This is an optimization exercise on Yosys and OpenROAD, whose aim is a short achievable clock period and few clock cycles per item, not a production implementation. In this exercise RTL edits were held to simulation tests only and were not proved equivalent to the original. Power and IR drop assume default switching activity.

==> flow/design.v <==
package dcache_pkg;
  typedef logic [32-1:0] word_t;
  typedef struct packed {
    logic                     valid;
    logic                     dirty;
    logic [(32 - 3 - 3)-1:0] tag;
    word_t [2-1:0] data;
  } dcache_frame_t;
  typedef enum logic [3:0] {
    IDLE,
    INV_REQ,
    EVICT_WB1,
    EVICT_WB2,
    FILL1,
    FILL2,
    FILL_DONE,
    SNOOP_WB1,
    SNOOP_WB2,
    SNOOP_TRANS
  } dcache_state_t;
endpackage
`timescale 1ns/1ps
module dcache (
  input  logic               CLK,
  input  logic               nRST,
  input  logic               dmem_ren,
  input  logic               dmem_wen,
  input  dcache_pkg::word_t  dmem_addr,
  input  dcache_pkg::word_t  dmem_store,
  output logic               dhit,
  output dcache_pkg::word_t  dmem_load,
  input  logic               dwait,
  input  dcache_pkg::word_t  dload,
  output logic               dren,
  output logic               dwen,
  output dcache_pkg::word_t  daddr,
  output dcache_pkg::word_t  dstore,
  input  logic               cc_grant,
  output logic               cc_inv_req,
  output dcache_pkg::word_t  cc_addr,
  input  logic               snoop_req,
  input  logic               snoop_excl,
  input  dcache_pkg::word_t  snoop_addr,
  output logic               snoop_ack
);
  localparam int IW = 3;
  localparam int TW = (32 - 3 - 3);
  localparam int NS = 2**IW;
  localparam int NE = 2*NS;      
  typedef enum logic [2:0] {
    S_IDLE,      
    S_CPU,       
    S_SNP,       
    S_CFIN,      
    S_SFIN       
  } state_t;
  logic [NE-1:0]             valid_r, dirty_r;
  logic [NE-1:0][TW-1:0]     tag_r;
  logic [NE-1:0][1:0][31:0]  data_r;
  logic [NS-1:0]             lru_r;     
  logic        wen_q, sexcl_q;
  logic [31:0] addr_q, store_q;
  state_t      state;
  logic        miss_q;      
  logic        way_q;       
  logic        xd_q;        
  logic [1:0]  step;        
  logic        wb_q;        
  logic [IW-1:0] wb_idx;    
  logic        wb_way;
  logic        s_hit_q, s_way_q;
  logic [31:0] fb0, fb1;    
  logic        dhit_q, dren_q, dwen_q, inv_q, sack_q;
  logic [31:0] load_q, daddr_q, dstore_q;
  assign dhit       = dhit_q;
  assign dmem_load  = load_q;
  assign dren       = dren_q;
  assign dwen       = dwen_q;
  assign daddr      = daddr_q;
  assign dstore     = dstore_q;
  assign cc_inv_req = inv_q;
  assign cc_addr    = {addr_q[31:3], 3'b000};
  assign snoop_ack  = sack_q;
  logic          look, look_s, look_c;
  logic [31:0]   l_addr;
  logic [IW-1:0] l_idx, a_idx;
  logic [TW-1:0] l_tag;
  assign look   = (state == S_IDLE) && (snoop_req || dmem_ren || dmem_wen);
  assign look_s = (state == S_IDLE) && snoop_req;
  assign look_c = (state == S_IDLE) && !snoop_req && (dmem_ren || dmem_wen);
  assign l_addr = snoop_req ? snoop_addr : dmem_addr;
  assign l_idx  = l_addr[IW+2:3];
  assign l_tag  = l_addr[31:IW+3];
  assign a_idx  = addr_q[IW+2:3];
  logic [1:0] hw, dw;
  always_comb
  begin
    hw = '0;
    dw = '0;
    for (int s = 0; s < NS; s++)
      for (int w = 0; w < 2; w++)
        if (l_idx == s[IW-1:0] && valid_r[2*s+w] && tag_r[2*s+w] == l_tag)
        begin
          hw[w] = 1'b1;
          dw[w] = dirty_r[2*s+w];
        end
  end
  logic l_hit, l_way, l_dirty;
  assign l_hit   = |hw;
  assign l_way   = hw[1];
  assign l_dirty = |dw;
  logic [1:0][31:0] l_line0, l_line1, l_line;
  logic             l_v0, l_v1, l_d0, l_d1;
  assign l_line0 = data_r[{l_idx, 1'b0}];
  assign l_line1 = data_r[{l_idx, 1'b1}];
  assign l_line  = l_way ? l_line1 : l_line0;
  assign l_v0    = valid_r[{l_idx, 1'b0}];
  assign l_v1    = valid_r[{l_idx, 1'b1}];
  assign l_d0    = dirty_r[{l_idx, 1'b0}];
  assign l_d1    = dirty_r[{l_idx, 1'b1}];
  logic pick, pick_wb;
  always_comb
  begin
    if (!l_v0)
      pick = 1'b0;
    else if (!l_v1)
      pick = 1'b1;
    else
      pick = lru_r[l_idx];
  end
  assign pick_wb = pick ? (l_v1 && l_d1) : (l_v0 && l_d0);
  logic c_hit_done, c_miss, c_upg, s_wb;
  assign c_hit_done = look_c && l_hit && (!dmem_wen || l_dirty);
  assign c_miss     = look_c && !l_hit;
  assign c_upg      = look_c && l_hit && dmem_wen && !l_dirty;
  assign s_wb       = look_s && l_hit && l_dirty;
  logic xfer, x_ok, x_last;
  assign xfer   = dren_q || dwen_q;
  assign x_ok   = xfer && !dwait;                     
  assign x_last = step[0] && (step[1] || !wb_q);
  logic [TW-1:0]    wb_tag;
  logic [1:0][31:0] wb_line;
  assign wb_tag  = tag_r[{wb_idx, wb_way}];
  assign wb_line = data_r[{wb_idx, wb_way}];
  logic c_end, s_end;
  assign c_end = (state == S_CPU) && (xd_q || (x_ok && x_last)) && (!inv_q || cc_grant);
  assign s_end = (state == S_SNP) && x_ok && x_last;
  always_ff @(posedge CLK)
  begin
    wen_q   <= dmem_wen;
    addr_q  <= dmem_addr;
    store_q <= dmem_store;
    sexcl_q <= snoop_excl;
  end
  always_ff @(posedge CLK, negedge nRST)
  begin
    if (!nRST)
    begin
      state  <= S_IDLE;
      dhit_q <= 1'b0;
      dren_q <= 1'b0;
      dwen_q <= 1'b0;
      inv_q  <= 1'b0;
      sack_q <= 1'b0;
    end
    else
    begin
      case (state)
        S_IDLE:
        begin
          if (look_s)
          begin
            state  <= s_wb ? S_SNP : S_SFIN;
            dwen_q <= s_wb;
            sack_q <= !s_wb;
          end
          else if (look_c)
          begin
            state  <= c_hit_done ? S_CFIN : S_CPU;
            dhit_q <= c_hit_done;
            dren_q <= c_miss;
            inv_q  <= c_miss ? dmem_wen : c_upg;
          end
        end
        S_CPU:
        begin
          if (cc_grant)
            inv_q <= 1'b0;
          if (x_ok)
          begin
            if (x_last)
            begin
              dren_q <= 1'b0;
              dwen_q <= 1'b0;
            end
            else if (step == 2'd1)
            begin
              dren_q <= 1'b0;
              dwen_q <= 1'b1;
            end
          end
          if (c_end)
          begin
            state  <= S_CFIN;
            dhit_q <= 1'b1;
          end
        end
        S_SNP:
        begin
          if (s_end)
          begin
            state  <= S_SFIN;
            dwen_q <= 1'b0;
            sack_q <= 1'b1;
          end
        end
        S_CFIN:
        begin
          state  <= S_IDLE;
          dhit_q <= 1'b0;
        end
        S_SFIN:
        begin
          state  <= S_IDLE;
          sack_q <= 1'b0;
        end
        default:
          state <= S_IDLE;
      endcase
    end
  end
  always_ff @(posedge CLK)
  begin
    if (look)
    begin
      miss_q  <= !l_hit;
      way_q   <= l_hit ? l_way : pick;
      xd_q    <= l_hit;
      step    <= snoop_req ? 2'd2 : 2'd0;
      wb_q    <= snoop_req ? 1'b1 : pick_wb;
      wb_idx  <= l_idx;
      wb_way  <= snoop_req ? l_way : pick;
      s_hit_q <= l_hit;
      s_way_q <= l_way;
      daddr_q <= {l_addr[31:3], 3'b000};
      dstore_q <= l_line[0];
    end
    else if (x_ok)
    begin
      if (x_last)
        xd_q <= 1'b1;
      else
        step <= step + 2'd1;
      case (step)
        2'd0: daddr_q[2] <= 1'b1;
        2'd1:
        begin
          daddr_q  <= {wb_tag, wb_idx, 3'b000};
          dstore_q <= wb_line[0];
        end
        2'd2:
        begin
          daddr_q[2] <= 1'b1;
          dstore_q   <= wb_line[1];
        end
        default: ;
      endcase
    end
    if (dren_q && step == 2'd0)
      fb0 <= dload;
    if (dren_q && step == 2'd1)
      fb1 <= dload;
    if (look)
      load_q <= l_line[l_addr[2]];
    else if (state == S_CPU && miss_q)
      load_q <= addr_q[2] ? ((dren_q && step == 2'd1) ? dload : fb1) : fb0;
  end
  logic cfin, sfin;
  assign cfin = (state == S_CFIN);
  assign sfin = (state == S_SFIN);
  always_ff @(posedge CLK)
  begin
    for (int e = 0; e < NE; e++)
    begin
      if (cfin && e[IW:1] == a_idx && e[0] == way_q)
      begin
        if (miss_q)
          tag_r[e] <= addr_q[31:IW+3];
        for (int k = 0; k < 2; k++)
        begin
          if (wen_q && addr_q[2] == k[0])
            data_r[e][k] <= store_q;
          else if (miss_q)
            data_r[e][k] <= (k == 0) ? fb0 : fb1;
        end
      end
    end
  end
  always_ff @(posedge CLK, negedge nRST)
  begin
    if (!nRST)
    begin
      valid_r <= '0;
      dirty_r <= '0;
      lru_r   <= '0;
    end
    else
    begin
      for (int e = 0; e < NE; e++)
      begin
        if (cfin && e[IW:1] == a_idx && e[0] == way_q)
        begin
          if (miss_q)
            valid_r[e] <= 1'b1;
          if (wen_q)
            dirty_r[e] <= 1'b1;
          else if (miss_q)
            dirty_r[e] <= 1'b0;
        end
        if (sfin && s_hit_q && e[IW:1] == wb_idx && e[0] == s_way_q)
        begin
          dirty_r[e] <= 1'b0;
          if (sexcl_q)
            valid_r[e] <= 1'b0;
        end
      end
      if (cfin)
        lru_r[a_idx] <= ~way_q;
    end
  end
endmodule
Settings: LEC_CHECK=0, ABC_CLOCK_PERIOD_IN_PS=2500, CAP_MARGIN=20, CORE_MARGIN=2, CORE_UTILIZATION=45, PLACE_DENSITY=0.65, SETUP_SLACK_MARGIN=5, SLEW_MARGIN=20; clock period 10.0 ns.
run.sh (not shown) runs the stock make flow with config.mk's settings and CLKGATE_MAP_FILE= SYNTH_SCRIPT=/design/flow/synth_recipe.tcl, a recipe that flattens the netlist after the stock synthesis.
The baseline ran to the end with no violations.
Testbench counts at the start, summed over its fixed seeds: cycles 345,349, requests 64,000.
Change:
==> flow/flow/run.sh (new file) <==
#!/bin/bash
# The standard layout (standard synthesis included), with timing repair aimed well below the
# clock period: the repair margin is raised so that paths far shorter than the period are
# still improved. The SDC, the period and every other step are the standard flow's own.
set -euo pipefail
bash standard.sh SETUP_SLACK_MARGIN=6.5 finish > make_finish.log 2>&1
==> flow/standard.sh (new file) <==
#!/bin/bash
# synth_recipe.tcl (not shown) runs the flow's synth.tcl, then flattens the netlist and writes it again
# the make line also repeats each setting of config.mk as NAME=value (left out here)
make -C /OpenROAD-flow-scripts/flow DESIGN_CONFIG=/design/flow/config.mk WORK_HOME=/design/flow/orfs CLKGATE_MAP_FILE= SYNTH_SCRIPT=/design/flow/synth_recipe.tcl "${@:-finish}"
- SETUP_SLACK_MARGIN: 5 -> not set
removed: flow/run.sh
Design area grows by 3.6%. Worst setup slack improves by 0.12 ns. Clock power grows by about 1%. Hold slack improves by 0.0081 ns. Wire length grows by 4.5%. Sequential power grows by about 0.5%. Total power grows by 1.5%. Register-to-register slack improves by 0.44 ns. Maximum frequency grows by 2.3%. Global-route usage grows by 1.7 points.

==> port drivers added, routing unchanged <==
In the flow no input, the clock included, has a driving cell. The finished layouts below were timed again as built, in two steps.
Step 1, drivers: a clkbuf_16 drives CLK and a buf_2 each remaining input, both assumed.
Step 2 times the ports against the registers' clock, not the clock port: input delays grow and output delays shrink by t, the midpoint of the rising clock arrivals with the driver on.
Slacks: ideal ports / drivers / drivers and shift; pairs: ideal ports / drivers.
run | shift t [ns] | setup WS [ns] | latest minus earliest clock arrival (ns)
the first run | 0.950 | 4.890 / 4.701 / 3.751 | 0.075 / 0.075
the second run | 0.938 | 5.007 / 4.700 / 3.762 | 0.036 / 0.036
After both steps every run listed still meets setup and hold. For the second run, which loses most, drivers alone change the setup slack by -0.307 ns; drivers and shift together by -1.245 ns.
